From an optimization exercise on the open Yosys and OpenROAD flow, aimed at small area and few clock cycles; shortcuts taken in it are not production practice. Where RTL was checked, it was by simulation tests only, not by an equivalence proof against the original. No functional check of the RTL was part of run 4. Power figures rest on the tool's default switching activity, not on a simulated workload.

File: design/flow/constraint.sdc
create_clock -name core_clock -period 5.0 [get_ports {aclk}]
set_input_delay 1.0000 -clock core_clock [delete_from_list [all_inputs] [get_ports {aclk}]]
set_output_delay 1.0000 -clock core_clock [all_outputs]
set_load 0.01 [all_outputs]
File: design/flow/design.v
package axil_split_pkg;
  localparam int ADDR_W = 32;
  localparam int DATA_W = 32;
  localparam int STRB_W = DATA_W / 8;
  localparam int RESP_W = 2;
  localparam logic [ADDR_W-1:0] SPLIT_BASE = 32'h0000_8000;
  localparam int ORD_DEPTH = 6;
endpackage
`timescale 1ns/1ps
import axil_split_pkg::*;
module axil_fifo #(
  parameter int DEPTH = ORD_DEPTH
) (
  input  logic aclk,
  input  logic aresetn,
  input  logic push,
  input  logic push_port,
  output logic full,
  input  logic w_adv,
  output logic w_avail,
  output logic w_port,
  input  logic pop,
  output logic head_port
);
  localparam int CW = $clog2(DEPTH + 1);
  logic [DEPTH-1:0] q;
  logic [CW-1:0]    n;
  logic [CW-1:0]    nw;
  assign full    = (n == CW'(DEPTH));
  assign w_avail = (nw != '0);
  logic [(1 << CW)-1:0] qx;
  assign qx        = {{((1 << CW) - DEPTH){1'b0}}, q};
  assign w_port    = qx[nw - 1'b1];
  assign head_port = qx[n - 1'b1];
  always_ff @(posedge aclk)
  begin
    if (!aresetn)
    begin
      n  <= '0;
      nw <= '0;
    end
    else
    begin
      if (push && !pop)
        n <= n + 1'b1;
      else if (pop && !push)
        n <= n - 1'b1;
      if (push && !w_adv)
        nw <= nw + 1'b1;
      else if (w_adv && !push)
        nw <= nw - 1'b1;
    end
  end
  always_ff @(posedge aclk)
  begin
    if (push)
      q <= {q[DEPTH-2:0], push_port};
  end
endmodule
`timescale 1ns/1ps
import axil_split_pkg::*;
module axil_s_wr_fifos (
  input  logic              aclk,
  input  logic              aresetn,
  input  logic              s_awvalid,
  output logic              s_awready,
  input  logic [ADDR_W-1:0] s_awaddr,
  input  logic              room,
  output logic              take,
  output logic              take_port,
  output logic [1:0]        m_awvalid,
  input  logic [1:0]        m_awready,
  output logic [ADDR_W-1:0] m_awaddr
);
  logic aw_v;
  logic aw_p;
  assign take_port = (s_awaddr >= SPLIT_BASE);
  assign s_awready = room && (!aw_v || m_awready[aw_p]);
  assign take      = s_awvalid && s_awready;
  assign m_awvalid = {aw_v && aw_p, aw_v && !aw_p};
  always_ff @(posedge aclk)
  begin
    if (!aresetn)
      aw_v <= 1'b0;
    else if (take)
      aw_v <= 1'b1;
    else if (m_awready[aw_p])
      aw_v <= 1'b0;
  end
  always_ff @(posedge aclk)
  begin
    if (take)
    begin
      aw_p     <= take_port;
      m_awaddr <= s_awaddr;
    end
  end
endmodule
`timescale 1ns/1ps
import axil_split_pkg::*;
module axil_m_wr_fifos (
  input  logic                   aclk,
  input  logic                   aresetn,
  input  logic                   head_port,
  input  logic [1:0]             m_bvalid,
  output logic [1:0]             m_bready,
  input  logic [1:0][RESP_W-1:0] m_bresp,
  output logic                   take,
  output logic                   s_bvalid,
  input  logic                   s_bready,
  output logic [RESP_W-1:0]      s_bresp
);
  logic              ov;
  logic [RESP_W-1:0] ovr;
  logic              free;
  logic              hv;
  logic [RESP_W-1:0] hr;
  assign hv       = m_bvalid[head_port];
  assign hr       = m_bresp[head_port];
  assign free     = !ov || s_bready;
  assign m_bready = {free && head_port, free && !head_port};
  assign take     = free && hv;
  assign s_bvalid = ov || hv;
  assign s_bresp  = ov ? ovr : hr;
  always_ff @(posedge aclk)
  begin
    if (!aresetn)
      ov <= 1'b0;
    else if (free)
      ov <= take && (ov || !s_bready);
  end
  always_ff @(posedge aclk)
  begin
    if (take)
      ovr <= hr;
  end
endmodule
`timescale 1ns/1ps
import axil_split_pkg::*;
module axil_wr_split (
  input  logic                            aclk,
  input  logic                            aresetn,
  input  logic                            s_awvalid,
  output logic                            s_awready,
  input  logic [axil_split_pkg::ADDR_W-1:0] s_awaddr,
  input  logic                            s_wvalid,
  output logic                            s_wready,
  input  logic [axil_split_pkg::DATA_W-1:0] s_wdata,
  input  logic [axil_split_pkg::STRB_W-1:0] s_wstrb,
  output logic                            s_bvalid,
  input  logic                            s_bready,
  output logic [axil_split_pkg::RESP_W-1:0] s_bresp,
  output logic                            m0_awvalid,
  input  logic                            m0_awready,
  output logic [axil_split_pkg::ADDR_W-1:0] m0_awaddr,
  output logic                            m0_wvalid,
  input  logic                            m0_wready,
  output logic [axil_split_pkg::DATA_W-1:0] m0_wdata,
  output logic [axil_split_pkg::STRB_W-1:0] m0_wstrb,
  input  logic                            m0_bvalid,
  output logic                            m0_bready,
  input  logic [axil_split_pkg::RESP_W-1:0] m0_bresp,
  output logic                            m1_awvalid,
  input  logic                            m1_awready,
  output logic [axil_split_pkg::ADDR_W-1:0] m1_awaddr,
  output logic                            m1_wvalid,
  input  logic                            m1_wready,
  output logic [axil_split_pkg::DATA_W-1:0] m1_wdata,
  output logic [axil_split_pkg::STRB_W-1:0] m1_wstrb,
  input  logic                            m1_bvalid,
  output logic                            m1_bready,
  input  logic [axil_split_pkg::RESP_W-1:0] m1_bresp
);
  logic              full;
  logic              take;
  logic              take_port;
  logic              w_avail;
  logic              w_port;
  logic              w_go;
  logic              head_port;
  logic              b_take;
  logic [1:0]        m_awvalid;
  logic [ADDR_W-1:0] m_awaddr;
  axil_s_wr_fifos u_aw (
    .aclk      (aclk),
    .aresetn   (aresetn),
    .s_awvalid (s_awvalid),
    .s_awready (s_awready),
    .s_awaddr  (s_awaddr),
    .room      (!full || b_take),
    .take      (take),
    .take_port (take_port),
    .m_awvalid (m_awvalid),
    .m_awready ({m1_awready, m0_awready}),
    .m_awaddr  (m_awaddr)
  );
  assign {m1_awvalid, m0_awvalid} = m_awvalid;
  assign m0_awaddr = {{(ADDR_W-15){1'b0}}, m_awaddr[14:0]};
  assign m1_awaddr = m_awaddr;
  axil_fifo u_ord (
    .aclk      (aclk),
    .aresetn   (aresetn),
    .push      (take),
    .push_port (take_port),
    .full      (full),
    .w_adv     (w_go),
    .w_avail   (w_avail),
    .w_port    (w_port),
    .pop       (b_take),
    .head_port (head_port)
  );
  assign m0_wvalid = s_wvalid && w_avail && !w_port;
  assign m1_wvalid = s_wvalid && w_avail && w_port;
  assign m0_wdata  = s_wdata;
  assign m1_wdata  = s_wdata;
  assign m0_wstrb  = s_wstrb;
  assign m1_wstrb  = s_wstrb;
  assign s_wready  = w_avail && (w_port ? m1_wready : m0_wready);
  assign w_go      = s_wvalid && s_wready;
  axil_m_wr_fifos u_b (
    .aclk      (aclk),
    .aresetn   (aresetn),
    .head_port (head_port),
    .m_bvalid  ({m1_bvalid, m0_bvalid}),
    .m_bready  ({m1_bready, m0_bready}),
    .m_bresp   ({m1_bresp, m0_bresp}),
    .take      (b_take),
    .s_bvalid  (s_bvalid),
    .s_bready  (s_bready),
    .s_bresp   (s_bresp)
  );
endmodule
File: design/flow/config.mk
export PLATFORM = sky130hd
export DESIGN_NAME = axil_wr_split
export DESIGN_NICKNAME = axil_wr_split
export VERILOG_FILES = /design/flow/design.v
export SDC_FILE = /design/flow/constraint.sdc
export NUM_CORES = 4
export LEC_CHECK = 0
export CAP_MARGIN = 20
export CORE_MARGIN = 2
export CORE_UTILIZATION = 60
export CTS_BUF_LIST = sky130_fd_sc_hd__clkbuf_8
export PLACE_DENSITY = 0.75
export SLEW_MARGIN = 20
File: design/flow/standard.sh
#!/bin/bash
# synth_recipe.tcl (not shown) runs the flow's synth.tcl, then flattens the netlist and writes it again
# the make line also repeats each setting of config.mk as NAME=value (left out here)
make -C /OpenROAD-flow-scripts/flow DESIGN_CONFIG=/design/flow/config.mk WORK_HOME=/design/flow/orfs CLKGATE_MAP_FILE= SYNTH_SCRIPT=/design/flow/synth_recipe.tcl "${@:-finish}"
File: design/flow/flow/run.sh
#!/bin/bash
# Standard layout, with the smallest buffer on every input and output port
# and one tie cell shared by the constant outputs.
export BUFFER_PORTS_ARGS="-buffer_cell sky130_fd_sc_hd__buf_1"
export SKIP_REPAIR_TIE_FANOUT=1
bash standard.sh > standard.log 2>&1
==> impl_metrics.env, run 1 <==
export IMPL_outcome="finished clean"
export IMPL_clock_sinks=48
export IMPL_antenna_left=0
export IMPL_finalMaxSlewViolations=0
export IMPL_drive_above_1_share_pct=9.312
export IMPL_hold_viol=0
export IMPL_mean_number_of_vias_per_cell=5.124
export IMPL_ys_warnings_count=3
export IMPL_min_delay_path_class="reg2reg"
export IMPL_min_period_over_period_pct=72.10
export IMPL_layout_core_utilization_pct=58.59
export IMPL_insertedDiodeCount=0
export IMPL_slack_of_the_worst_reg_to_reg_path_ns=1.39
export IMPL_fillerInstances=378
export IMPL_postCtsSetupRepairBufs=0
export IMPL_area_growth_pct=-7.757
export IMPL_yosys_area_share_adder_pct=3.546
export IMPL_post_detailed_route_wirelength_per_cell_um=15.64
export IMPL_placement_setup_worst_slack_ns=1.394
export IMPL_nNetsFinal=337
export IMPL_synthesis_area_um2=2823
export IMPL_worst_r2r_endpoint="u_ord.nw[2]"
export IMPL_tritoncts_clock_tree="done"
export IMPL_finalSetupViolations=0
export IMPL_grt_max_degree=40
export IMPL_synthFlopType="edfxtp_1"
export IMPL_p_leak_nw=0.8849
export IMPL_critical_path_endpoint="u_ord.nw[2]"
export IMPL_area_after_detailed_placement_um2=2516
export IMPL_synth_edf_count=40
export IMPL_layoutNonFillerInstCount=299
export IMPL_design_area_um2=2604
export IMPL_cp_data_arrival_time_ns=3.82
export IMPL_synth_area_per_inst_um2=11.86
export IMPL_fin_tns_setup_ns=0
export IMPL_rsz_0062_raised_after_global_routing="false"
export IMPL_postCtsResizedCells=0
export IMPL_synth_cells=238
export IMPL_worstPathRequired_ns=5.22
export IMPL_ys_async_sr_fraction_pct=0
export IMPL_detailroute_via_count=1532
export IMPL_design_portCount=230
export IMPL_cap_viol_max_count=0
export IMPL_synth_xor_area_share_pct=1.862
export IMPL_grt_overflow=0
export IMPL_htree_levels=2
export IMPL_cp_max_fanout=39
export IMPL_netlist_area_leader_share_pct=42.55
export IMPL_gr_usage_all_layers_pct=18.40
export IMPL_endpoint_class_of_the_critical_path="register"
export IMPL_synth_top_area_cell="edfxtp_1"
export IMPL_fin_crit_ns=3.605
export IMPL_ys_seq_area_share_pct=48.23
export IMPL_synth_simple_gate_area_share_pct=7.004
export IMPL_number_of_placed_cells_counting_well_taps=291
export IMPL_final_critical_path_setup_slack_ns=1.395
export IMPL_grt_first_pass_wirelength_um=7320
export IMPL_largest_family_of_logic_cells_by_synthesized_area="buffers and inverters"
export IMPL_vdd_ir_drop_max_v=0.0002306
export IMPL_unique_cell_type_count_in_the_yosys_netlist=35
export IMPL_dp_hpwl_um=3688
export IMPL_drt_iter0_markers=51
export IMPL_insertion_delay_ns=0.30
export IMPL_synth_compound_area_share_pct=4.610
export IMPL_die_h_um=72.59
export IMPL_finalWeightedCongestion=0.8155
export IMPL_critPathLaunch="u_ord.n[0]"
export IMPL_buffer_ports_inserted=104
export IMPL_worstSetupStartpointType="register"
export IMPL_detailedRoute_firstPassIterationCount=4
export IMPL_pwr_density_cell_nw_per_um2=524.3
export IMPL_drt_total_wl_um=4675
export IMPL_yosys_mux_area_fraction_pct=5.629
export IMPL_detail_route_drc_violations=0
export IMPL_cts_hold_buffers=0
export IMPL_synth_seq_cells=48
export IMPL_core_area_um2=4444
export IMPL_synth_top_cells_by_area="edfxtp_1, buf_4, dfxtp_1"
export IMPL_initial_core_util_pct=63.51
export IMPL_die_w_um=72.59
export IMPL_cts_buffers=5
export IMPL_vias_in_the_first_global_route=1514
export IMPL_rows=24
export IMPL_critical_path_class="reg2reg"
export IMPL_clock_tree_root_cell="clkbuf_8"
export IMPL_path_clk_slew_ns=0.09
export IMPL_worst_r2r_path_cells=11
export IMPL_timing_fmax_mhz=277.4
export IMPL_crit_reg2reg_launch="u_ord.n[0]"
export IMPL_clk_path_buf_depth=2
export IMPL_finClkSkew_ns=0.007707
export IMPL_die_area_um2=5269
export IMPL_number_of_antenna_violations_at_the_first_check_in_global_routing=0
registers in the layout, summed over array words and instances, names as in the netlist:
register / cells
u_ord.n: 3
u_aw.m_awaddr: 32
u_aw.aw_v: 1
u_ord.q: 6
u_ord.nw: 3
u_b.ovr: 2
u_b.ov: 1
power by group:
| part | total, mW | internal, mW | leakage [nW] | switching (mW) |
|---|---|---|---|---|
| combinational | 0.599 | 0.265 | 0.413 | 0.334 |
| clock | 0.221 | 0.0966 | 0.0378 | 0.124 |
| sequential | 0.545 | 0.500 | 0.434 | 0.0449 |
| total | 1.37 | 0.862 | 0.885 | 0.503 |
worst min-delay path by stage:
stage	from	end	slack, ns	depth (start not counted)
after detailed placement	u_ord.q[4]	u_ord.q[5]	0.48	0
after global routing	u_ord.q[4]	u_ord.q[5]	0.50	0
final	u_ord.q[4]	u_ord.q[5]	0.49	0
after CTS	u_ord.q[4]	u_ord.q[5]	0.48	0
after floorplan	u_ord.q[1]	u_ord.q[2]	0.44	0
after global placement	u_ord.q[4]	u_ord.q[5]	0.47	0
Yosys cell counts, drive strengths merged, types with 2 or more instances:
master and instances:
a21boi 4, xnor2 4, buf 104, nor2 5, a21oi 3, mux4 2
nor2b 3, xor2 2, edfxtp 40, nand2 5, and2 6, o21ai 8
mux2 5, mux2i 5, ha 8, inv 10, or3 3, nor4 3
dfxtp 8
cell families after synthesis:
| kind of cell | count (synthesis) |
|---|---|
| compound gates | 19 |
| xor+xnor | 6 |
| flops | 48 |
| other cells | 1 |
| buf+inv | 114 |
| fa+ha+maj | 8 |
| simple gates | 30 |
| mux | 12 |
cells in the final DEF, fill, tap and decap left out, drive strengths merged:
cell type | netlist | routed
a21boi | 4 | 4
a21oi | 3 | 3
a22o | 1 | 1
a311oi | 1 | 1
a31oi | 1 | 1
and2 | 6 | 6
and3 | 1 | 1
buf | 104 | 105
clkbuf | 0 | 5
clkinv | 0 | 1
clkinvlp | 0 | 2
conb | 1 | 1
dfxtp | 8 | 8
edfxtp | 40 | 40
ha | 8 | 8
inv | 10 | 10
mux2 | 5 | 5
mux2i | 5 | 5
mux4 | 2 | 2
nand2 | 5 | 5
nand3b | 1 | 1
nand4 | 1 | 1
nor2 | 5 | 5
nor2b | 3 | 3
nor4 | 3 | 3
o21ai | 8 | 8
o31ai | 1 | 1
or2 | 1 | 1
or3 | 3 | 3
or4 | 1 | 1
xnor2 | 4 | 4
xor2 | 2 | 2
routing by layer:
metal	global-route usage (%)	share of wire (%)	vias to the layer above	wire, um
met1	19.32	35	715	1641
li1	-	-	716	-
met3	5.110	7.3	16	342
met5	0	0	-	0
met4	9.465	2.6	0	123
met2	33.33	55	85	2567
through the flow:
step / hold WS [ns] / total power [mW]
4_1_cts: 0.4837 / 1.381
2_1_floorplan: 0.4385 / 1.077
5_1_grt: 0.5017 / 1.470
3_5_place_dp: 0.4779 / 1.154
3_3_place_gp: 0.4748 / 1.139
6_report: 0.4866 / 1.365
worst max-delay path: stages, from the launching register on:
cell	delay, ns
dfxtp_1	0.46
inv_1	0.11
ha_1	0.41
mux4_2	0.38
nand2_4	0.12
and3_4	0.21
o21ai_2	0.13
a311oi_4	0.32
buf_4	0.47
ha_1	0.37
or3_1	0.36
a21boi_0	0.17
layout make-up:
type / count / area [um2] / share of cell area (%)
Clock inverter: 3 / 18.77 / 0.7208
Tap cell: 52 / 65.06 / 2.499
Clock buffer: 5 / 68.82 / 2.643
Timing Repair Buffer: 105 / 397.9 / 15.28
Inverter: 10 / 37.54 / 1.442
Multi-Input combinational cell: 76 / 654.4 / 25.13
Sequential cell: 48 / 1361 / 52.28
Testbench counts, summed over its fixed seeds: cycles 9,863.
==> run 2, diff against run 1 <==
--- a/design/flow/config.mk
+++ b/design/flow/config.mk
@@ -5,9 +5,9 @@
 export SDC_FILE = /design/flow/constraint.sdc
 export NUM_CORES = 4
 export LEC_CHECK = 0
-export CAP_MARGIN = 20
+export CAP_MARGIN = 0
 export CORE_MARGIN = 2
 export CORE_UTILIZATION = 60
 export CTS_BUF_LIST = sky130_fd_sc_hd__clkbuf_8
 export PLACE_DENSITY = 0.75
-export SLEW_MARGIN = 20
+export SLEW_MARGIN = 0
==> impl_metrics.env, run 2 <==
export IMPL_outcome="finished clean"
export IMPL_largest_family_of_logic_cells_by_synthesized_area="buffers and inverters"
export IMPL_cp_max_fanout=39
export IMPL_synth_edf_count=40
export IMPL_fin_crit_ns=3.605
export IMPL_area_growth_pct=-7.757
export IMPL_gr_usage_all_layers_pct=18.40
export IMPL_synth_simple_gate_area_share_pct=7.004
export IMPL_pwr_density_cell_nw_per_um2=524.3
export IMPL_critical_path_class="reg2reg"
export IMPL_htree_levels=2
export IMPL_synth_area_per_inst_um2=11.86
export IMPL_fillerInstances=378
export IMPL_yosys_cell_count_top_type="buf_4"
export IMPL_register_bank_with_the_most_flops="u_aw.m_awaddr"
export IMPL_tritoncts_clock_tree="done"
export IMPL_rsz_0062_raised_after_global_routing="false"
export IMPL_core_area_um2=4444
export IMPL_critical_path_slowest_cell="buf_4"
export IMPL_postCtsSetupRepairBufs=0
export IMPL_ys_seq_area_share_pct=48.23
export IMPL_layout_commonest_cell="buf_1"
export IMPL_drt_total_wl_um=4675
export IMPL_die_area_um2=5269
export IMPL_ys_async_sr_fraction_pct=0
export IMPL_postCtsResizedCells=0
export IMPL_max_ffs_per_register=32
export IMPL_rows=24
export IMPL_netlist_area_leader_share_pct=42.55
export IMPL_layoutNonFillerInstCount=299
export IMPL_mean_number_of_vias_per_cell=5.124
export IMPL_power_mw=1.365
export IMPL_number_of_antenna_violations_at_the_first_check_in_global_routing=0
export IMPL_timing_fmax_mhz=277.4
export IMPL_path_clk_slew_ns=0.09
export IMPL_insertion_delay_ns=0.30
export IMPL_worstPathRequired_ns=5.22
export IMPL_endpoint_class_of_the_critical_path="register"
export IMPL_drive_above_1_share_pct=9.312
export IMPL_die_h_um=72.59
export IMPL_design_portCount=230
export IMPL_buffer_ports_inserted=104
export IMPL_number_of_placed_cells_counting_well_taps=291
export IMPL_finalSetupViolations=0
export IMPL_largestRegisters="u_aw.m_awaddr x32, u_ord.q x6"
export IMPL_antenna_left=0
export IMPL_critical_path_buf_inv_count=2
export IMPL_post_detailed_route_wirelength_per_cell_um=15.64
export IMPL_holdWs_ns=0.4866
export IMPL_ys_warnings_count=3
export IMPL_synth_top_area_cell="edfxtp_1"
export IMPL_unique_cell_type_count_in_the_yosys_netlist=35
export IMPL_drt_iter0_markers=51
export IMPL_die_w_um=72.59
export IMPL_synth_seq_cells=48
export IMPL_insertedDiodeCount=0
export IMPL_synth_compound_area_share_pct=4.610
export IMPL_min_delay_path_class="reg2reg"
export IMPL_synth_xor_area_share_pct=1.862
export IMPL_min_period_over_period_pct=72.10
export IMPL_finalMaxSlewViolations=0
export IMPL_synth_top_cells_by_count="buf_4, edfxtp_1, inv_1, dfxtp_1, ha_1"
export IMPL_clk_path_buf_depth=2
export IMPL_fin_tns_setup_ns=0
export IMPL_vias_in_the_first_global_route=1514
export IMPL_synthFlopType="edfxtp_1"
export IMPL_synthesis_area_um2=2823
export IMPL_hold_viol=0
export IMPL_detail_route_drc_violations=0
export IMPL_cell_occurring_most_often_along_the_worst_timing_path="ha_1"
export IMPL_synth_top_cells_by_area="edfxtp_1, buf_4, dfxtp_1"
export IMPL_final_cell_mix="buf_1, edfxtp_1, inv_1, ha_1, dfxtp_1"
export IMPL_synth_cells=238
export IMPL_detailroute_via_count=1532
export IMPL_layout_core_utilization_pct=58.59
export IMPL_cp_data_arrival_time_ns=3.82
export IMPL_grt_max_degree=40
export IMPL_yosys_mux_area_fraction_pct=5.629
export IMPL_clock_tree_root_cell="clkbuf_8"
export IMPL_cts_buffers=5
export IMPL_cts_hold_buffers=0
export IMPL_worstSetupStartpointType="register"
export IMPL_max_stage_delay_ns=0.47
export IMPL_dp_hpwl_um=3688
export IMPL_initial_core_util_pct=63.51
export IMPL_cap_viol_max_count=0
export IMPL_nNetsFinal=337
export IMPL_p_leak_nw=0.8849
export IMPL_finClkSkew_ns=0.007707
export IMPL_yosys_area_share_adder_pct=3.546
export IMPL_detailedRoute_firstPassIterationCount=4
export IMPL_finalWeightedCongestion=0.8155
export IMPL_vdd_ir_drop_max_v=0.0002306
export IMPL_grt_overflow=0
export IMPL_grt_first_pass_wirelength_um=7320
export IMPL_clock_sinks=48
export IMPL_cpLargestDelayFamily="adder cells"
export IMPL_timing_critical_path_cells="inv_1 > ha_1 > mux4_2 > nand2_4 > and3_4 > o21ai_2 > a311oi_4 > buf_4 > ha_1 > or3_1 > a21boi_0"
run 2: path summary, 6_finish.rpt:
kind,startpoint,to,slack (ns),cells after the start
setup reg to reg,u_ord.n[0],u_ord.nw[2],1.39,11
hold / removal,u_ord.q[4],u_ord.q[5],0.49,0
setup / recovery,u_ord.n[0],u_ord.nw[2],1.39,11
hold reg to reg,u_ord.q[4],u_ord.q[5],0.49,0
run 2: power breakdown:
group | total, mW | internal, mW | switching (mW)
Clock | 0.221 | 0.0966 | 0.124
Combinational | 0.599 | 0.265 | 0.334
Sequential | 0.545 | 0.500 | 0.0449
run 2: cell families after synthesis:
family	count (synthesis)
buf+inv	114
compound gates	19
other cells	1
flops	48
fa+ha+maj	8
mux	12
simple gates	30
xor+xnor	6
run 2: metrics by stage:
| stage | worst slack [ns] | instance area, um2 |
|---|---|---|
| 6_report | 1.395 | 2604 |
| 5_1_grt | 1.132 | 2604 |
| 4_1_cts | 1.346 | 2604 |
| 3_5_place_dp | 1.394 | 2516 |
| 3_3_place_gp | 1.593 | 2516 |
| 2_1_floorplan | 0.5028 | 2823 |
run 2: layout make-up:
| type | count | area (um2) | share of cell area (%) |
|---|---|---|---|
| well taps | 52 | 65.06 | 2.499 |
| inverters | 10 | 37.54 | 1.442 |
| clock inverters | 3 | 18.77 | 0.7208 |
| clock buffers | 5 | 68.82 | 2.643 |
| multi-input cells | 76 | 654.4 | 25.13 |
| repair buffers | 105 | 397.9 | 15.28 |
| flip-flops and latches | 48 | 1361 | 52.28 |
run 2: metal layers:
layer	vias to the layer above	wire [um]	GRT usage, %
li1	716	-	-
met1	715	1641	19.32
met2	85	2567	33.33
met3	16	342	5.110
met4	0	123	9.465
met5	-	0	0
==> run 3, diff against run 2 <==
--- a/design/flow/config.mk
+++ b/design/flow/config.mk
@@ -7,7 +7,7 @@
 export LEC_CHECK = 0
 export CAP_MARGIN = 0
 export CORE_MARGIN = 2
-export CORE_UTILIZATION = 60
+export CORE_UTILIZATION = 75
 export CTS_BUF_LIST = sky130_fd_sc_hd__clkbuf_8
-export PLACE_DENSITY = 0.75
+export PLACE_DENSITY = 0.85
 export SLEW_MARGIN = 0
==> impl_metrics.env, run 3 <==
export IMPL_outcome="did not finish"
export IMPL_last_stage_reached="I/O pin placement (3_2_place_iop)"
export IMPL_flow_first_error="[ERROR PPL-0024] Number of IO pins (230) exceeds maximum number of available positions (226). Increase the die perimeter from 261.40um to 312.80um."
export IMPL_synthesis_area_um2=2823
export IMPL_synth_seq_cells=48
export IMPL_die_w_um=65.35
export IMPL_synth_edf_count=40
export IMPL_ys_seq_area_share_pct=48.23
export IMPL_synth_top_area_cell="edfxtp_1"
export IMPL_synthFlopType="edfxtp_1"
export IMPL_ys_async_sr_fraction_pct=0
export IMPL_ys_warnings_count=3
export IMPL_synth_area_per_inst_um2=11.86
export IMPL_synth_top_cells_by_count="buf_4, edfxtp_1, inv_1, dfxtp_1, ha_1"
export IMPL_initial_core_util_pct=77.69
export IMPL_unique_cell_type_count_in_the_yosys_netlist=35
export IMPL_synth_cells=238
export IMPL_netlist_area_leader_share_pct=42.55
export IMPL_yosys_cell_count_top_type="buf_4"
export IMPL_rows=22
export IMPL_die_h_um=65.35
export IMPL_synth_top_cells_by_area="edfxtp_1, buf_4, dfxtp_1"
==> run 3: cell counts after synthesis <==
Identical to the previous run, type by type.
==> run 3: cell families after synthesis <==
group	after synthesis	synth area share, %
AOI/OAI and AO/OA	19	4.610
and+or+nand+nor	30	7.004
other	1	0.1329
DFF	48	48.23
muxes	12	5.629
xor gates and xnor gates	6	1.862
adders and majority gates	8	3.546
buffers and inverters	114	28.99
==> run 4, diff against run 3 <==
--- a/design/flow/design.v
+++ b/design/flow/design.v
@@ -4,7 +4,7 @@
   localparam int STRB_W = DATA_W / 8;
   localparam int RESP_W = 2;
   localparam logic [ADDR_W-1:0] SPLIT_BASE = 32'h0000_8000;
-  localparam int ORD_DEPTH = 6;
+  localparam int ORD_DEPTH = 7;
 endpackage
 `timescale 1ns/1ps
 import axil_split_pkg::*;
==> design/flow/flow/run.sh (replaced) <==
#!/bin/bash
# Standard layout, with the smallest buffer on every input and output port.
export BUFFER_PORTS_ARGS="-buffer_cell sky130_fd_sc_hd__buf_1"
bash standard.sh > standard.log 2>&1
==> design/flow/config.mk (replaced) <==
export PLATFORM = sky130hd
export DESIGN_NAME = axil_wr_split
export DESIGN_NICKNAME = axil_wr_split
export VERILOG_FILES = /design/flow/design.v
export SDC_FILE = /design/flow/constraint.sdc
export NUM_CORES = 4
export LEC_CHECK = 0
export CAP_MARGIN = 20
export CORE_MARGIN = 2
export CORE_UTILIZATION = 60
export CTS_BUF_LIST = sky130_fd_sc_hd__clkbuf_8
export PLACE_DENSITY = 0.75
export SLEW_MARGIN = 20
==> impl_metrics.env, run 4 <==
export IMPL_rsz_0062_raised_after_global_routing="false"
export IMPL_cts_hold_buffers=0
export IMPL_fin_tns_setup_ns=0
export IMPL_drt_total_wl_um=4392
export IMPL_largestRegisters="u_aw.m_awaddr x32, u_ord.q x7"
export IMPL_number_of_placed_cells_counting_well_taps=309
export IMPL_synthesis_area_um2=2841
export IMPL_cp_max_fanout=5
export IMPL_ys_async_sr_fraction_pct=0
export IMPL_synth_cells=239
export IMPL_slack_of_the_worst_reg_to_reg_path_ns=1.83
export IMPL_dp_hpwl_um=3458
export IMPL_grt_first_pass_wirelength_um=6651
export IMPL_cts_buffers=5
export IMPL_antenna_left=0
export IMPL_crit_reg2reg_launch="u_ord.n[0]"
export IMPL_post_detailed_route_wirelength_per_cell_um=13.85
export IMPL_power_mw=1.328
export IMPL_cpLargestDelayFamily="multiplexers"
export IMPL_multi_input_comb_area_um2=696.9
export IMPL_worstPathRequired_ns=4.00
export IMPL_mean_number_of_vias_per_cell=4.801
export IMPL_ys_seq_area_share_pct=48.97
export IMPL_layout_commonest_cell="buf_1"
export IMPL_vdd_ir_drop_max_v=0.0002304
export IMPL_synth_area_per_inst_um2=11.89
export IMPL_path_clk_slew_ns=0.09
export IMPL_netlist_area_leader_share_pct=43.33
export IMPL_synthFlopType="edfxtp_1"
export IMPL_htree_levels=2
export IMPL_register_bank_with_the_most_flops="u_aw.m_awaddr"
export IMPL_max_stage_delay_ns=0.56
export IMPL_rows=25
export IMPL_hold_path_endpoint="u_ord.q[2]"
export IMPL_worstHoldStart="u_ord.q[1]"
export IMPL_layoutNonFillerInstCount=317
export IMPL_timing_fmax_mhz=271.8
export IMPL_area_after_detailed_placement_um2=2580
export IMPL_area_growth_pct=-5.020
export IMPL_die_w_um=72.82
export IMPL_vias_in_the_first_global_route=1494
export IMPL_detailedRoute_firstPassIterationCount=6
export IMPL_insertion_delay_ns=0.30
export IMPL_core_area_um2=4629
export IMPL_finalMaxSlewViolations=0
export IMPL_seqCellArea_um2=1391
export IMPL_holdWs_ns=0.5208
export IMPL_synth_edf_count=41
export IMPL_endpoint_class_of_the_critical_path="primary output"
export IMPL_worst_r2r_path_cells=10
export IMPL_critical_path_class="reg2out"
export IMPL_gr_usage_all_layers_pct=16.79
export IMPL_outcome="finished clean"
export IMPL_worst_r2r_endpoint="u_ord.nw[2]"
export IMPL_drive_above_1_share_pct=7.224
export IMPL_die_area_um2=5302
export IMPL_insertedDiodeCount=0
export IMPL_synth_top_cells_by_count="buf_4, edfxtp_1, mux2i_1, dfxtp_1, ha_1"
export IMPL_critical_path_slowest_cell="mux4_2"
export IMPL_worstSetupStartpointType="register"
export IMPL_design_area_um2=2699
export IMPL_max_ffs_per_register=32
export IMPL_clock_sinks=49
export IMPL_final_cell_mix="buf_1, edfxtp_1, conb_1, mux2i_1"
export IMPL_clk_path_buf_depth=2
export IMPL_holdPathStages=0
export IMPL_synth_top_area_cell="edfxtp_1"
export IMPL_cap_viol_max_count=0
export IMPL_die_h_um=72.82
export IMPL_min_delay_path_class="reg2reg"
export IMPL_detailroute_via_count=1522
export IMPL_synth_top_cells_by_area="edfxtp_1, buf_4, dfxtp_1"
export IMPL_grt_max_degree=40
export IMPL_nNetsFinal=353
export IMPL_critical_path_buf_inv_count=2
export IMPL_pwr_density_cell_nw_per_um2=492.2
export IMPL_postCtsResizedCells=0
export IMPL_fillerInstances=401
export IMPL_design_portCount=230
export IMPL_p_leak_nw=0.9809
export IMPL_finClkSkew_ns=0.005918
export IMPL_clock_tree_root_cell="clkbuf_8"
export IMPL_synth_seq_cells=49
export IMPL_initial_core_util_pct=61.38
export IMPL_finalSetupViolations=0
export IMPL_finalWeightedCongestion=0.7089
export IMPL_detail_route_drc_violations=0
export IMPL_buffer_ports_inserted=104
export IMPL_timing_critical_path_cells="inv_1 > ha_1 > mux2i_1 > mux4_2 > mux2i_2 > or2_4 > a21oi_1 > buf_1"
export IMPL_cp_data_arrival_time_ns=2.68
export IMPL_yosys_cell_count_top_type="buf_4"
export IMPL_hold_viol=0
export IMPL_tritoncts_clock_tree="done"
export IMPL_number_of_antenna_violations_at_the_first_check_in_global_routing=0
export IMPL_unique_cell_type_count_in_the_yosys_netlist=32
export IMPL_grt_overflow=0
export IMPL_ys_warnings_count=3
export IMPL_min_period_over_period_pct=73.57
export IMPL_drt_iter0_markers=46
export IMPL_fin_crit_ns=3.679
export IMPL_postCtsSetupRepairBufs=0
-- run 4: changes by cell type after synthesis, moves of 2 or more --
cell,before,now
mux2i_1,5,9
inv_1,9,7
xor2_1,2,4
xnor2_1,4,2
nand2_1,3,5
nand2_4,2,0
or3_1,3,1
-- run 4: final cells by class --
type                    count  share of cell area (%)
flip-flops and latches     49                   51.55
multi-input cells          94                   25.82
repair buffers            105                   14.74
clock buffers               5                   2.550
well taps                  54                   2.503
clock inverters             3                   1.854
inverters                   7                  0.9736
-- run 4: through the flow --
stage | utilization, % | setup slack, ns
floorplan | - | 1.155
global placement | 55.73 | 1.699
detailed placement | 55.73 | 1.654
CTS | 58.30 | 1.302
global route | 58.30 | 1.154
finish | 58.30 | 1.321
-- run 4: kinds of logic after synthesis --
family	count (synthesis)	share of synthesized area, %
other	1	0.1320
adder cells (fa/ha/maj)	8	3.523
AO/OA/AOI/OAI	15	3.566
AND/OR/NAND/NOR	32	6.209
buffers and inverters	112	28.67
multiplexers	16	7.089
XOR/XNOR	6	1.849
flip-flops	49	48.97
-- run 4: power by group --
part	total, mW	switching [mW]	internal, mW
logic	0.503	0.267	0.235
clock network	0.291	0.138	0.153
registers	0.535	0.0319	0.503
-- run 4: layer usage --
metal	wire, um	global-route usage, %
met4	67	8.025
met3	333	6.077
met5	0	0
met1	1586	17.63
met2	2405	29.70
-- run 4: how the worst max path moves through the flow --
stage	slack, ns	end	start	depth (start not counted)
floorplan	1.16	u_ord.nw[2]	u_ord.n[0]	11
global placement	1.70	s_awready	u_ord.n[0]	8
detailed placement	1.65	s_awready	u_ord.n[0]	8
CTS	1.30	s_awready	u_ord.n[0]	8
global route	1.15	s_awready	u_ord.n[0]	8
finish	1.32	s_awready	u_ord.n[0]	8
==> run 5, diff against run 4 <==
--- a/design/flow/design.v
+++ b/design/flow/design.v
@@ -4,7 +4,7 @@
   localparam int STRB_W = DATA_W / 8;
   localparam int RESP_W = 2;
   localparam logic [ADDR_W-1:0] SPLIT_BASE = 32'h0000_8000;
-  localparam int ORD_DEPTH = 7;
+  localparam int ORD_DEPTH = 5;
 endpackage
 `timescale 1ns/1ps
 import axil_split_pkg::*;
==> impl_metrics.env, run 5 <==
export IMPL_largestRegisters="u_aw.m_awaddr x32, u_ord.q x5"
export IMPL_min_period_over_period_pct=74.18
export IMPL_p_leak_nw=0.9223
export IMPL_fillerInstances=382
export IMPL_htree_levels=2
export IMPL_mean_number_of_vias_per_cell=4.787
export IMPL_finalSetupViolations=0
export IMPL_cp_data_arrival_time_ns=3.93
export IMPL_grt_first_pass_wirelength_um=7224
export IMPL_vias_in_the_first_global_route=1388
export IMPL_insertedDiodeCount=0
export IMPL_register_bank_with_the_most_flops="u_aw.m_awaddr"
export IMPL_nNetsFinal=348
export IMPL_gr_usage_all_layers_pct=19.50
export IMPL_grt_overflow=0
export IMPL_synthesis_area_um2=2741
export IMPL_unique_cell_type_count_in_the_yosys_netlist=33
export IMPL_area_after_detailed_placement_um2=2484
export IMPL_vdd_ir_drop_max_v=0.0002428
export IMPL_worst_r2r_endpoint="u_ord.nw[2]"
export IMPL_die_h_um=71.60
export IMPL_design_area_um2=2572
export IMPL_drt_iter0_markers=54
export IMPL_holdPathStages=0
export IMPL_slack_of_the_worst_reg_to_reg_path_ns=1.29
export IMPL_area_growth_pct=-6.161
export IMPL_detailedRoute_firstPassIterationCount=4
export IMPL_fin_tns_setup_ns=0
export IMPL_rows=24
export IMPL_insertion_delay_ns=0.30
export IMPL_core_area_um2=4384
export IMPL_critical_path_class="reg2reg"
export IMPL_design_portCount=230
export IMPL_worstPathRequired_ns=5.22
export IMPL_buffer_ports_inserted=104
export IMPL_worstHoldStart="u_ord.q[3]"
export IMPL_synth_cells=234
export IMPL_worstSetupStartpointType="register"
export IMPL_path_clk_slew_ns=0.09
export IMPL_cp_max_fanout=38
export IMPL_finClkSkew_ns=0.007071
export IMPL_clock_sinks=47
export IMPL_detail_route_drc_violations=0
export IMPL_finalWeightedCongestion=0.8733
export IMPL_crit_reg2reg_launch="u_ord.n[0]"
export IMPL_cts_hold_buffers=0
export IMPL_synth_seq_cells=47
export IMPL_cts_buffers=5
export IMPL_grt_max_degree=39
export IMPL_synth_top_area_cell="edfxtp_1"
export IMPL_min_delay_path_class="reg2reg"
export IMPL_postCtsResizedCells=0
export IMPL_number_of_antenna_violations_at_the_first_check_in_global_routing=0
export IMPL_detailroute_via_count=1484
export IMPL_drive_above_1_share_pct=6.202
export IMPL_netlist_area_leader_share_pct=42.72
export IMPL_postCtsSetupRepairBufs=0
export IMPL_clk_path_buf_depth=2
export IMPL_post_detailed_route_wirelength_per_cell_um=16.37
export IMPL_antenna_left=0
export IMPL_drt_total_wl_um=5075
export IMPL_die_w_um=71.60
export IMPL_pwr_density_cell_nw_per_um2=482.8
export IMPL_ys_seq_area_share_pct=48.56
export IMPL_ys_async_sr_fraction_pct=0
export IMPL_synthFlopType="edfxtp_1"
export IMPL_final_cell_mix="buf_1, edfxtp_1, conb_1"
export IMPL_tritoncts_clock_tree="done"
export IMPL_finalMaxSlewViolations=0
export IMPL_dp_hpwl_um=4146
export IMPL_yosys_cell_count_top_type="buf_4"
export IMPL_ys_warnings_count=3
export IMPL_timing_fmax_mhz=269.6
export IMPL_synth_area_per_inst_um2=11.72
export IMPL_cap_viol_max_count=0
export IMPL_layout_commonest_cell="buf_1"
export IMPL_synth_top_cells_by_count="buf_4, edfxtp_1, dfxtp_1, ha_1, inv_1"
export IMPL_rsz_0062_raised_after_global_routing="false"
export IMPL_hold_viol=0
export IMPL_die_area_um2=5126
export IMPL_initial_core_util_pct=62.53
export IMPL_outcome="finished clean"
export IMPL_synth_top_cells_by_area="edfxtp_1, buf_4, dfxtp_1"
export IMPL_clock_tree_root_cell="clkbuf_8"
export IMPL_worst_r2r_path_cells=11
export IMPL_fin_crit_ns=3.709
export IMPL_synth_edf_count=39
export IMPL_max_ffs_per_register=32
export IMPL_hold_path_endpoint="u_ord.q[4]"
export IMPL_endpoint_class_of_the_critical_path="register"
## run 5: changes by cell type in the layout (fill, tap and decap cells not counted), sizes merged, moves of 2 or more
cell and change:
edfxtp -2, mux2i -4, nand2 -2, o21ai -2, xnor2 +2, xor2 -2
## run 5: kinds of logic after synthesis
| logic type | count (synthesis) | synth area share, % |
|---|---|---|
| AND/OR/NAND/NOR | 31 | 6.162 |
| AO/OA/AOI/OAI | 15 | 3.514 |
| flip-flops | 47 | 48.56 |
| multiplexers | 12 | 5.933 |
| XOR/XNOR | 6 | 1.917 |
| adder cells (fa/ha/maj) | 8 | 3.651 |
| buffers and inverters | 114 | 30.12 |
| other | 1 | 0.1368 |
## run 5: where the power goes
group | switching [mW] | total, mW | leakage, nW | internal [mW]
Clock | 0.123 | 0.220 | 0.0418 | 0.0974
Sequential | 0.0462 | 0.540 | 0.435 | 0.494
Combinational | 0.266 | 0.482 | 0.446 | 0.216
Total | 0.435 | 1.24 | 0.922 | 0.807
## run 5: how the worst max path moves through the flow
stage,startpoint,to,slack [ns],cells after the start
floorplan,u_ord.n[0],u_ord.n[2],0.33,11
global placement,u_ord.n[0],u_ord.nw[2],1.42,11
detailed placement,u_ord.n[0],u_ord.nw[2],1.26,11
CTS,u_ord.n[0],u_ord.nw[2],1.26,11
global route,u_ord.n[0],u_ord.nw[2],0.97,11
finish,u_ord.n[0],u_ord.nw[2],1.29,11
## run 5: layout make-up
type,instances,area [um2],area share (%)
clock buffer,5,68.82,2.675
multi-input combinational,89,655.6,25.49
inverter,9,33.78,1.313
clock inverter,3,20.02,0.7782
sequential,47,1331,51.75
tap,52,65.06,2.529
timing repair buffer,105,397.9,15.47
## run 5: critical path, stage by stage (launching register included)
cell,delay (ns)
dfxtp_1,0.46
inv_1,0.07
ha_1,0.34
mux4_2,0.35
mux2i_4,0.23
mux2i_1,0.15
or2_1,0.35
a311oi_4,0.34
buf_4,0.45
ha_1,0.36
or3_1,0.35
a21boi_0,0.15
## run 5: per-layer routing
metal,wire length (um),global-route usage (%),share of wire (%)
met1,1671,19.55,33
met5,0,0,0
met2,2781,34.67,55
met4,66,6.289,1.3
met3,556,10.27,11
## run 5: metrics by stage
step | total power, mW | setup WS, ns | cells | utilization [%] | hold WS (ns)
after floorplan | 0.9903 | 0.3331 | 250 | - | 0.4385
after global placement | 1.024 | 1.422 | 302 | 56.65 | 0.4562
after detailed placement | 1.034 | 1.258 | 302 | 56.65 | 0.4663
after CTS | 1.255 | 1.255 | 310 | 58.68 | 0.4934
after global routing | 1.330 | 0.9653 | 310 | 58.68 | 0.5069
final | 1.242 | 1.291 | 310 | 58.68 | 0.4902
Testbench counts of run 5, summed over its fixed seeds: cycles 10,137.
==> run 6, diff against run 5 <==
--- a/design/flow/design.v
+++ b/design/flow/design.v
@@ -4,7 +4,7 @@
   localparam int STRB_W = DATA_W / 8;
   localparam int RESP_W = 2;
   localparam logic [ADDR_W-1:0] SPLIT_BASE = 32'h0000_8000;
-  localparam int ORD_DEPTH = 5;
+  localparam int ORD_DEPTH = 6;
 endpackage
 `timescale 1ns/1ps
 import axil_split_pkg::*;
==> impl_metrics.env, run 6 <==
export IMPL_cts_hold_buffers=0
export IMPL_synth_compound_area_share_pct=4.610
export IMPL_number_of_antenna_violations_at_the_first_check_in_global_routing=0
export IMPL_met2_length_um=2810
export IMPL_slack_of_the_worst_reg_to_reg_path_ns=1.45
export IMPL_grt_max_degree=38
export IMPL_synth_edf_count=40
export IMPL_cp_data_arrival_time_ns=3.78
export IMPL_total_met3_wirelength_after_detailed_routing_um=355
export IMPL_vias_in_the_first_global_route=1494
export IMPL_timing_critical_path_depth=11
export IMPL_buffer_ports_inserted=104
export IMPL_postCtsSetupRepairBufs=0
export IMPL_outcome="finished clean"
export IMPL_fin_tns_setup_ns=0
export IMPL_critical_path_class="reg2reg"
export IMPL_rows=24
export IMPL_die_w_um=72.59
export IMPL_pwr_density_cell_nw_per_um2=514.6
export IMPL_detailedRoute_firstPassIterationCount=4
export IMPL_final_cell_mix="buf_1, edfxtp_1, conb_1, inv_1"
export IMPL_detailroute_via_count=1587
export IMPL_postCtsResizedCells=0
export IMPL_path_clk_slew_ns=0.09
export IMPL_synth_top_area_cell="edfxtp_1"
export IMPL_die_area_um2=5269
export IMPL_layoutNonFillerInstCount=315
export IMPL_register_bank_with_the_most_flops="u_aw.m_awaddr"
export IMPL_min_delay_path_class="reg2reg"
export IMPL_core_area_um2=4444
export IMPL_htree_levels=2
export IMPL_die_h_um=72.59
export IMPL_cap_viol_max_count=0
export IMPL_post_detailed_route_wirelength_per_cell_um=16.12
export IMPL_fin_crit_ns=3.554
export IMPL_p_leak_nw=0.9505
export IMPL_drive_above_1_share_pct=9.125
export IMPL_finClkSkew_ns=0.004604
export IMPL_drt_total_wl_um=5079
export IMPL_max_ffs_per_register=32
export IMPL_topRoutingLayerUsed="met4"
export IMPL_power_mw=1.375
export IMPL_finalWeightedCongestion=0.8005
export IMPL_insertion_delay_ns=0.29
export IMPL_rsz_0062_raised_after_global_routing="false"
export IMPL_endpoint_class_of_the_critical_path="register"
export IMPL_synth_area_per_inst_um2=11.86
export IMPL_vdd_ir_drop_max_v=0.0002572
export IMPL_tritoncts_clock_tree="done"
export IMPL_cts_buffers=5
export IMPL_grt_first_pass_wirelength_um=7210
export IMPL_proportion_of_power_drawn_by_combinational_gates_pct=42.8
export IMPL_synthesis_area_um2=2823
export IMPL_netlist_area_leader_share_pct=42.55
export IMPL_critPathLaunch="u_ord.n[0]"
export IMPL_cp_max_fanout=37
export IMPL_yosys_mux_area_fraction_pct=5.629
export IMPL_nNetsFinal=353
export IMPL_detail_route_drc_violations=0
export IMPL_min_period_over_period_pct=71.09
export IMPL_initial_core_util_pct=63.51
export IMPL_worstPathRequired_ns=5.22
export IMPL_largest_family_of_logic_cells_by_synthesized_area="buffers and inverters"
export IMPL_grt_overflow=0
export IMPL_finalMaxSlewViolations=0
export IMPL_area_growth_pct=-5.319
export IMPL_critical_path_slowest_cell="buf_4"
export IMPL_design_portCount=230
export IMPL_holdWs_ns=0.5106
export IMPL_insertedDiodeCount=0
export IMPL_dp_hpwl_um=4053
export IMPL_finalSetupViolations=0
export IMPL_crit_reg2reg_launch="u_ord.n[0]"
export IMPL_ys_seq_area_share_pct=48.23
export IMPL_cell_occurring_most_often_along_the_worst_timing_path="ha_1"
export IMPL_p_seq_share_pct=39.8
export IMPL_timing_critical_path_cells="inv_1 > ha_1 > mux4_2 > nand2_4 > and3_4 > o21ai_2 > a311oi_4 > buf_4 > ha_1 > or3_1 > a21boi_0"
export IMPL_synth_simple_gate_area_share_pct=7.004
export IMPL_synthFlopType="edfxtp_1"
export IMPL_synth_top_cells_by_area="edfxtp_1, buf_4, dfxtp_1"
export IMPL_synth_cells=238
export IMPL_cellInternalPower_mw=0.8781
export IMPL_largestRegisters="u_aw.m_awaddr x32, u_ord.q x6"
export IMPL_worstSetupStartpointType="register"
export IMPL_drt_iter0_markers=125
export IMPL_layout_commonest_cell="buf_1"
export IMPL_worstHoldStart="u_ord.q[4]"
export IMPL_cpLargestDelayFamily="adder cells"
export IMPL_yosys_cell_count_top_type="buf_4"
export IMPL_worst_r2r_endpoint="u_ord.nw[2]"
export IMPL_clk_path_buf_depth=2
export IMPL_antenna_left=0
export IMPL_power_share_clock_pct=17.4
export IMPL_gr_usage_all_layers_pct=18.48
export IMPL_number_of_placed_cells_counting_well_taps=307
export IMPL_critical_path_endpoint="u_ord.nw[2]"
export IMPL_timing_fmax_mhz=281.3
export IMPL_clock_tree_root_cell="clkbuf_8"
export IMPL_yosys_area_share_adder_pct=3.546
export IMPL_critical_path_buf_inv_count=2
export IMPL_synth_top_cells_by_count="buf_4, edfxtp_1, inv_1, dfxtp_1, ha_1"
export IMPL_switching_part_of_the_total_pct=36.15
export IMPL_max_stage_delay_ns=0.47
export IMPL_worst_r2r_path_cells=11
export IMPL_power_switching_mw=0.4972
export IMPL_met1_wl_um=1716
export IMPL_hold_viol=0
export IMPL_unique_cell_type_count_in_the_yosys_netlist=35
export IMPL_layout_core_utilization_pct=60.14
export IMPL_ys_warnings_count=3
export IMPL_mean_number_of_vias_per_cell=5.038
export IMPL_ys_async_sr_fraction_pct=0
export IMPL_synth_xor_area_share_pct=1.862
export IMPL_clock_sinks=48
export IMPL_synth_seq_cells=48
==> run 6: metal layers <==
layer,up-vias,GRT usage [%]
met5,-,0
met2,96,34.34
met4,0,10.70
met1,733,18.85
met3,23,4.006
li1,735,-
==> run 6: power groups by stage <==
stage	logic [mW]	registers (mW)	clock network, mW
5_1_grt	0.656	0.557	0.259
3_3_place_gp	0.581	0.553	0
2_1_floorplan	0.520	0.556	0
4_1_cts	0.592	0.548	0.243
3_5_place_dp	0.589	0.557	0
6_report	0.589	0.547	0.240
==> run 6: worst min path at each step <==
stage                 endpoint  depth (start not counted)
floorplan           u_ord.q[2]                          0
global placement    u_ord.q[5]                          0
detailed placement  u_ord.q[2]                          0
CTS                 u_ord.q[5]                          0
global route        u_ord.q[3]                          0
finish              u_ord.q[5]                          0
==> run 6: final cells by class <==
type                    instances  area (um2)
clock buffers                   6       82.58
fillers                       375        1772
flip-flops and latches         48        1361
multi-input cells              92       714.4
repair buffers                105       397.9
clock inverters                 2       13.76
well taps                      52       65.06
inverters                      10       37.54
==> run 6: cell families (layout without fill, tap and decap cells) <==
family                     Yosys count  in the layout
buffers and inverters              114            123
AOI/OAI and AO/OA                   19             19
other                                1             17
adders and majority gates            8              8
DFF                                 48             48
muxes                               12             12
xor gates and xnor gates             6              6
and+or+nand+nor                     30             30
==> run 6: through the flow <==
step / area [um2] / worst slack, ns
floorplan: 2883 / 0.5028
global placement: 2576 / 1.561
detailed placement: 2576 / 1.463
CTS: 2673 / 1.422
global route: 2673 / 1.203
finish: 2673 / 1.446
==> run 6: worst reg2reg max path, cell delays in order (launching register included) <==
cell	delay (ns)
dfxtp_1	0.45
inv_1	0.11
ha_1	0.39
mux4_2	0.36
nand2_4	0.12
and3_4	0.21
o21ai_2	0.11
a311oi_4	0.39
buf_4	0.47
ha_1	0.37
or3_1	0.35
a21boi_0	0.15
Testbench counts of run 6, summed over its fixed seeds: cycles 9,863.
==> run 7, diff against run 6 <==
==> design/flow/flow/run.sh (replaced) <==
#!/bin/bash
# Standard layout with three changes: the smallest buffer on every input
# and output port, one tie cell shared by the constant outputs, and no
# dummy loads in the clock tree.
export BUFFER_PORTS_ARGS="-buffer_cell sky130_fd_sc_hd__buf_1"
export SKIP_REPAIR_TIE_FANOUT=1
export CTS_ARGS="-sink_clustering_enable -repair_clock_nets -buf_list sky130_fd_sc_hd__clkbuf_8 -dont_use_dummy_load"
bash standard.sh > standard.log 2>&1
==> impl_metrics.env, run 7 <==
export IMPL_buffer_ports_inserted=104
export IMPL_yosys_mux_area_fraction_pct=5.629
export IMPL_initial_core_util_pct=63.51
export IMPL_design_portCount=230
export IMPL_holdWs_ns=0.4828
export IMPL_met1_wl_um=1668
export IMPL_vdd_ir_drop_max_v=0.0002227
export IMPL_clock_sinks=48
export IMPL_postCtsSetupRepairBufs=0
export IMPL_p_leak_nw=0.8831
export IMPL_worstPathRequired_ns=5.20
export IMPL_cts_buffers=5
export IMPL_number_of_antenna_violations_at_the_first_check_in_global_routing=0
export IMPL_post_detailed_route_wirelength_per_cell_um=15.74
export IMPL_cell_occurring_most_often_along_the_worst_timing_path="ha_1"
export IMPL_final_cell_mix="buf_1, edfxtp_1, inv_1, ha_1, dfxtp_1"
export IMPL_ys_warnings_count=3
export IMPL_grt_max_degree=40
export IMPL_ys_async_sr_fraction_pct=0
export IMPL_crit_reg2reg_launch="u_ord.n[0]"
export IMPL_detail_route_drc_violations=0
export IMPL_unique_cell_type_count_in_the_yosys_netlist=35
export IMPL_synth_seq_cells=48
export IMPL_topRoutingLayerUsed="met4"
export IMPL_grt_first_pass_wirelength_um=7279
export IMPL_htree_levels=2
export IMPL_tritoncts_clock_tree="done"
export IMPL_detailroute_via_count=1521
export IMPL_fin_tns_setup_ns=0
export IMPL_hold_viol=0
export IMPL_endpoint_class_of_the_critical_path="register"
export IMPL_clk_path_buf_depth=2
export IMPL_core_area_um2=4444
export IMPL_cts_hold_buffers=0
export IMPL_dp_hpwl_um=3688
export IMPL_vias_in_the_first_global_route=1519
export IMPL_clock_tree_root_cell="clkbuf_8"
export IMPL_die_h_um=72.59
export IMPL_drive_above_1_share_pct=8.607
export IMPL_layout_commonest_cell="buf_1"
export IMPL_ys_seq_area_share_pct=48.23
export IMPL_worstHoldStart="u_ord.q[4]"
export IMPL_rsz_0062_raised_after_global_routing="false"
export IMPL_nNetsFinal=337
export IMPL_critPathLaunch="u_ord.n[0]"
export IMPL_yosys_area_share_adder_pct=3.546
export IMPL_synthFlopType="edfxtp_1"
export IMPL_timing_critical_path_cells="inv_1 > ha_1 > mux4_2 > nand2_4 > and3_4 > o21ai_2 > a311oi_4 > buf_4 > ha_1 > or3_1 > a21boi_0"
export IMPL_yosys_cell_count_top_type="buf_4"
export IMPL_largestRegisters="u_aw.m_awaddr x32, u_ord.q x6"
export IMPL_min_delay_path_class="reg2reg"
export IMPL_finalSetupViolations=0
export IMPL_synthesis_area_um2=2823
export IMPL_finalWeightedCongestion=0.8155
export IMPL_synth_top_cells_by_count="buf_4, edfxtp_1, inv_1, dfxtp_1, ha_1"
export IMPL_gr_usage_all_layers_pct=18.37
export IMPL_synth_area_per_inst_um2=11.86
export IMPL_largest_family_of_logic_cells_by_synthesized_area="buffers and inverters"
export IMPL_synth_top_cells_by_area="edfxtp_1, buf_4, dfxtp_1"
export IMPL_cp_data_arrival_time_ns=3.81
export IMPL_outcome="finished clean"
export IMPL_synth_cells=238
export IMPL_synth_compound_area_share_pct=4.610
export IMPL_met2_length_um=2540
export IMPL_max_stage_delay_ns=0.46
export IMPL_min_period_over_period_pct=72.09
export IMPL_grt_overflow=0
export IMPL_finClkSkew_ns=0.01588
export IMPL_total_met3_wirelength_after_detailed_routing_um=323
export IMPL_multi_input_comb_area_um2=654.4
export IMPL_area_growth_pct=-8.422
export IMPL_synth_simple_gate_area_share_pct=7.004
export IMPL_synth_edf_count=40
export IMPL_insertion_delay_ns=0.30
export IMPL_max_ffs_per_register=32
export IMPL_mean_number_of_vias_per_cell=5.139
export IMPL_synth_xor_area_share_pct=1.862
export IMPL_detailedRoute_firstPassIterationCount=4
export IMPL_cp_max_fanout=39
export IMPL_die_w_um=72.59
export IMPL_critical_path_class="reg2reg"
export IMPL_drt_total_wl_um=4660
export IMPL_synth_top_area_cell="edfxtp_1"
export IMPL_netlist_area_leader_share_pct=42.55
export IMPL_pwr_density_cell_nw_per_um2=519.7
export IMPL_seqCellArea_um2=1361
export IMPL_postCtsResizedCells=0
export IMPL_finalMaxSlewViolations=0
export IMPL_insertedDiodeCount=0
export IMPL_antenna_left=0
export IMPL_worstSetupStartpointType="register"
export IMPL_critical_path_slowest_cell="dfxtp_1"
export IMPL_fin_crit_ns=3.604
export IMPL_cap_viol_max_count=0
export IMPL_register_bank_with_the_most_flops="u_aw.m_awaddr"
export IMPL_fillerInstances=382
export IMPL_path_clk_slew_ns=0.07
export IMPL_timing_fmax_mhz=277.4
export IMPL_rows=24
export IMPL_drt_iter0_markers=52
export IMPL_die_area_um2=5269
run 7: cell types whose count changed in the layout (fill, tap and decap cells not counted):
cell,delta
conb_1,-16
clkbuf_8,-1
inv_6,-1
clkinv_2,-1
run 7: path summary, 6_finish.rpt:
path                            cells past startpoint          end  slack, ns
worst max-delay path                               11  u_ord.nw[2]       1.40
worst max register to register                     11  u_ord.nw[2]       1.40
worst min register to register                      0   u_ord.q[5]       0.48
worst min-delay path                                0   u_ord.q[5]       0.48
run 7: logic make-up (layout without fill, tap and decap cells):
family	after synthesis	count (layout)
compound gates	19	19
xor+xnor	6	6
fa+ha+maj	8	8
buf+inv	114	120
flops	48	48
mux	12	12
other cells	1	1
simple gates	30	30
run 7: layout make-up:
| class | instances | share of cell area (%) |
|---|---|---|
| Sequential cell | 48 | 52.66 |
| Timing Repair Buffer | 105 | 15.39 |
| Clock buffer | 5 | 2.662 |
| Multi-Input combinational cell | 76 | 25.31 |
| Tap cell | 52 | 2.517 |
| Inverter | 10 | 1.452 |
run 7: through the flow:
stage | instance area (um2) | total power, mW | worst slack [ns] | std cells | utilization [%]
after floorplan | 2823 | 1.077 | 0.5028 | 238 | -
after global placement | 2516 | 1.139 | 1.593 | 291 | 56.62
after detailed placement | 2516 | 1.154 | 1.394 | 291 | 56.62
after CTS | 2585 | 1.359 | 1.354 | 296 | 58.16
after global routing | 2585 | 1.446 | 1.136 | 296 | 58.16
final | 2585 | 1.343 | 1.396 | 296 | 58.16
run 7: layer usage:
metal / track usage [%] / vias to the layer above
met5: 0 / -
met4: 10.08 / 0
met3: 5.110 / 16
met2: 33.43 / 80
met1: 18.86 / 712
li1: - / 713
run 7: worst max-delay path, delay by kind of cell (launching register included):
family	cells	cell delay, ns
adders and majority gates	2	0.78
DFF	1	0.46
muxes	1	0.38
AOI/OAI and AO/OA	3	0.63
and+or+nand+nor	3	0.69
buffers and inverters	2	0.57
run 7: power breakdown:
part           switching [mW]  total (mW)  internal (mW)
logic                   0.333       0.598          0.265
registers              0.0446       0.545          0.501
clock network           0.110       0.201         0.0902
==> run 8, diff against run 7 <==
--- a/design/flow/design.v
+++ b/design/flow/design.v
@@ -4,7 +4,7 @@
   localparam int STRB_W = DATA_W / 8;
   localparam int RESP_W = 2;
   localparam logic [ADDR_W-1:0] SPLIT_BASE = 32'h0000_8000;
-  localparam int ORD_DEPTH = 6;
+  localparam int ORD_DEPTH = 5;
 endpackage
 `timescale 1ns/1ps
 import axil_split_pkg::*;
==> impl_metrics.env, run 8 <==
export IMPL_grt_first_pass_wirelength_um=7424
export IMPL_postCtsResizedCells=0
export IMPL_endpoint_class_of_the_critical_path="register"
export IMPL_cts_hold_buffers=0
export IMPL_synth_cells=234
export IMPL_postCtsSetupRepairBufs=0
export IMPL_drive_above_1_share_pct=5.858
export IMPL_cts_buffers=5
export IMPL_buffer_ports_inserted=104
export IMPL_hold_viol=0
export IMPL_detailroute_via_count=1470
export IMPL_worstPathRequired_ns=5.20
export IMPL_clock_tree_root_cell="clkbuf_8"
export IMPL_synth_top_cells_by_area="edfxtp_1, buf_4, dfxtp_1"
export IMPL_ys_async_sr_fraction_pct=0
export IMPL_seqCellArea_um2=1331
export IMPL_layout_commonest_cell="buf_1"
export IMPL_detailedRoute_firstPassIterationCount=4
export IMPL_design_portCount=230
export IMPL_fin_tns_setup_ns=0
export IMPL_nNetsFinal=332
export IMPL_multi_input_comb_area_um2=595.6
export IMPL_tritoncts_clock_tree="done"
export IMPL_finalWeightedCongestion=0.8122
export IMPL_cp_data_arrival_time_ns=3.84
export IMPL_finClkSkew_ns=0.02511
export IMPL_rsz_0062_raised_after_global_routing="false"
export IMPL_netlist_area_leader_share_pct=42.72
export IMPL_worst_pin_slew_ns=0.6649
export IMPL_die_h_um=71.60
export IMPL_worstSetupStartpointType="register"
export IMPL_timing_slew_headroom_pct=55.67
export IMPL_ys_warnings_count=3
export IMPL_die_area_um2=5126
export IMPL_synthesis_area_um2=2741
export IMPL_vdd_ir_drop_max_v=0.0002904
export IMPL_detail_route_drc_violations=0
export IMPL_drt_iter0_markers=35
export IMPL_finalSetupViolations=0
export IMPL_mean_number_of_vias_per_cell=5.052
export IMPL_register_bank_with_the_most_flops="u_aw.m_awaddr"
export IMPL_antenna_left=0
export IMPL_largestRegisters="u_aw.m_awaddr x32, u_ord.q x5"
export IMPL_p_leak_nw=0.8647
export IMPL_gr_usage_all_layers_pct=19.63
export IMPL_synth_top_area_cell="edfxtp_1"
export IMPL_grt_overflow=0
export IMPL_die_w_um=71.60
export IMPL_outcome="finished clean"
export IMPL_fillerInstances=380
export IMPL_synth_seq_cells=47
export IMPL_pwr_density_cell_nw_per_um2=489.2
export IMPL_insertion_delay_ns=0.29
export IMPL_grt_max_degree=30
export IMPL_area_growth_pct=-9.083
export IMPL_number_of_placed_cells_counting_well_taps=286
export IMPL_yosys_cell_count_top_type="buf_4"
export IMPL_synthFlopType="edfxtp_1"
export IMPL_clock_sinks=47
export IMPL_drt_total_wl_um=5048
export IMPL_number_of_antenna_violations_at_the_first_check_in_global_routing=0
export IMPL_layoutNonFillerInstCount=291
export IMPL_insertedDiodeCount=0
export IMPL_holdWs_ns=0.4842
export IMPL_synth_edf_count=39
export IMPL_finalMaxSlewViolations=0
export IMPL_final_cell_mix="buf_1, edfxtp_1, inv_1, ha_1, dfxtp_1"
export IMPL_htree_levels=2
export IMPL_cap_viol_max_count=0
export IMPL_rows=24
export IMPL_fin_crit_ns=3.645
export IMPL_critical_path_class="reg2reg"
export IMPL_timing_fmax_mhz=274.3
export IMPL_core_area_um2=4384
export IMPL_clk_path_buf_depth=2
export IMPL_min_delay_path_class="reg2reg"
export IMPL_unique_cell_type_count_in_the_yosys_netlist=33
export IMPL_ys_seq_area_share_pct=48.56
export IMPL_dp_hpwl_um=4182
export IMPL_post_detailed_route_wirelength_per_cell_um=17.35
export IMPL_synth_area_per_inst_um2=11.72
export IMPL_path_clk_slew_ns=0.07
export IMPL_cp_max_fanout=11
export IMPL_min_period_over_period_pct=72.90
export IMPL_vias_in_the_first_global_route=1440
export IMPL_initial_core_util_pct=62.53
export IMPL_synth_top_cells_by_count="buf_4, edfxtp_1, dfxtp_1, ha_1, inv_1"
export IMPL_max_ffs_per_register=32
export IMPL_power_mw=1.219
[run 8: worst max-delay path: stages (launching register included)]
cell and delay [ns]:
dfxtp_1 0.45, inv_1 0.08, ha_1 0.34, mux4_2 0.33
mux2i_4 0.25, mux2i_1 0.18, or2_1 0.35, a311oi_4 0.67
ha_1 0.39, or3_1 0.37, a21boi_0 0.16
[run 8: cell families (layout without fill, tap and decap cells)]
logic type / after synthesis / in the layout / share of synthesized area [%]
fa+ha+maj: 8 / 8 / 3.651
mux: 12 / 12 / 5.933
buf+inv: 114 / 119 / 30.12
compound gates: 15 / 15 / 3.514
xor+xnor: 6 / 6 / 1.917
other cells: 1 / 1 / 0.1368
simple gates: 31 / 31 / 6.162
flops: 47 / 47 / 48.56
[run 8: report_power, final]
group | switching (mW) | leakage, nW | internal, mW
logic | 0.267 | 0.394 | 0.216
clock network | 0.105 | 0.0359 | 0.0902
registers | 0.0472 | 0.435 | 0.494
total | 0.419 | 0.865 | 0.800
[run 8: path summary, 6_finish.rpt]
path	start	to	slack (ns)	cells past startpoint
worst max-delay path	u_ord.n[0]	u_ord.n[2]	1.35	10
worst min-delay path	u_ord.q[3]	u_ord.q[4]	0.48	0
worst max register to register	u_ord.n[0]	u_ord.n[2]	1.35	10
worst min register to register	u_ord.q[3]	u_ord.q[4]	0.48	0
[run 8: metal layers]
metal	vias to the layer above	track usage (%)	part of all wire [%]	wire length (um)
met5	-	0	0	0
met4	0	8.805	2.8	142
met3	12	11.53	14	690
met2	128	31.28	50	2507
met1	639	21.07	34	1707
li1	691	-	-	-
[run 8: layout make-up]
type	instances	share of cell area [%]
well taps	52	2.610
multi-input cells	73	23.90
repair buffers	105	15.96
clock buffers	5	2.761
inverters	9	1.355
flip-flops and latches	47	53.41
[run 8: stage by stage]
stage	cell area (um2)	utilization, %	worst slack (ns)
2_1_floorplan	2741	-	0.3331
3_3_place_gp	2424	55.28	1.495
3_5_place_dp	2424	55.28	1.359
4_1_cts	2492	56.85	1.327
5_1_grt	2492	56.85	1.097
6_report	2492	56.85	1.355
Testbench counts of run 8, summed over its fixed seeds: cycles 10,137.

==> re-timing with driven ports <==
In the flow no input, the clock included, has a driving cell. The finished layouts below were timed again as built, in two steps.
Step 1: set_driving_cell puts a clkbuf_16 on aclk and a buf_2 on each other input, an assumption about the parent block.
Step 2 moves the port delays by t, midway between the first and last clock arrival at a register: inputs arrive t later, outputs are due t later. That takes back most of the time a late clock gives input paths.
Three values: ideal, step 1, step 2; two values: the first two.
run	t (ns)	setup slack, ns	latest minus earliest clock arrival (ns)	slew at the worst register clock pin (ns)	worst slew at a driven data input, ns
run 1	0.320	1.395 / 1.395 / 1.395	0.008 / 0.007	0.09 / 0.09	0.13
run 2	0.320	1.395 / 1.395 / 1.395	0.008 / 0.007	0.09 / 0.09	0.13
run 4	0.324	1.321 / 1.296 / 1.620	0.005 / 0.006	0.09 / 0.09	0.12
run 5	0.323	1.291 / 1.291 / 1.291	0.007 / 0.007	0.09 / 0.09	0.16
run 6	0.317	1.446 / 1.446 / 1.446	0.005 / 0.005	0.09 / 0.09	0.15
run 7	0.314	1.396 / 1.396 / 1.396	0.016 / 0.016	0.09 / 0.09	0.13
run 8	0.303	1.355 / 1.334 / 1.355	0.025 / 0.026	0.09 / 0.09	0.18
After both steps setup and hold are still met in every run listed.
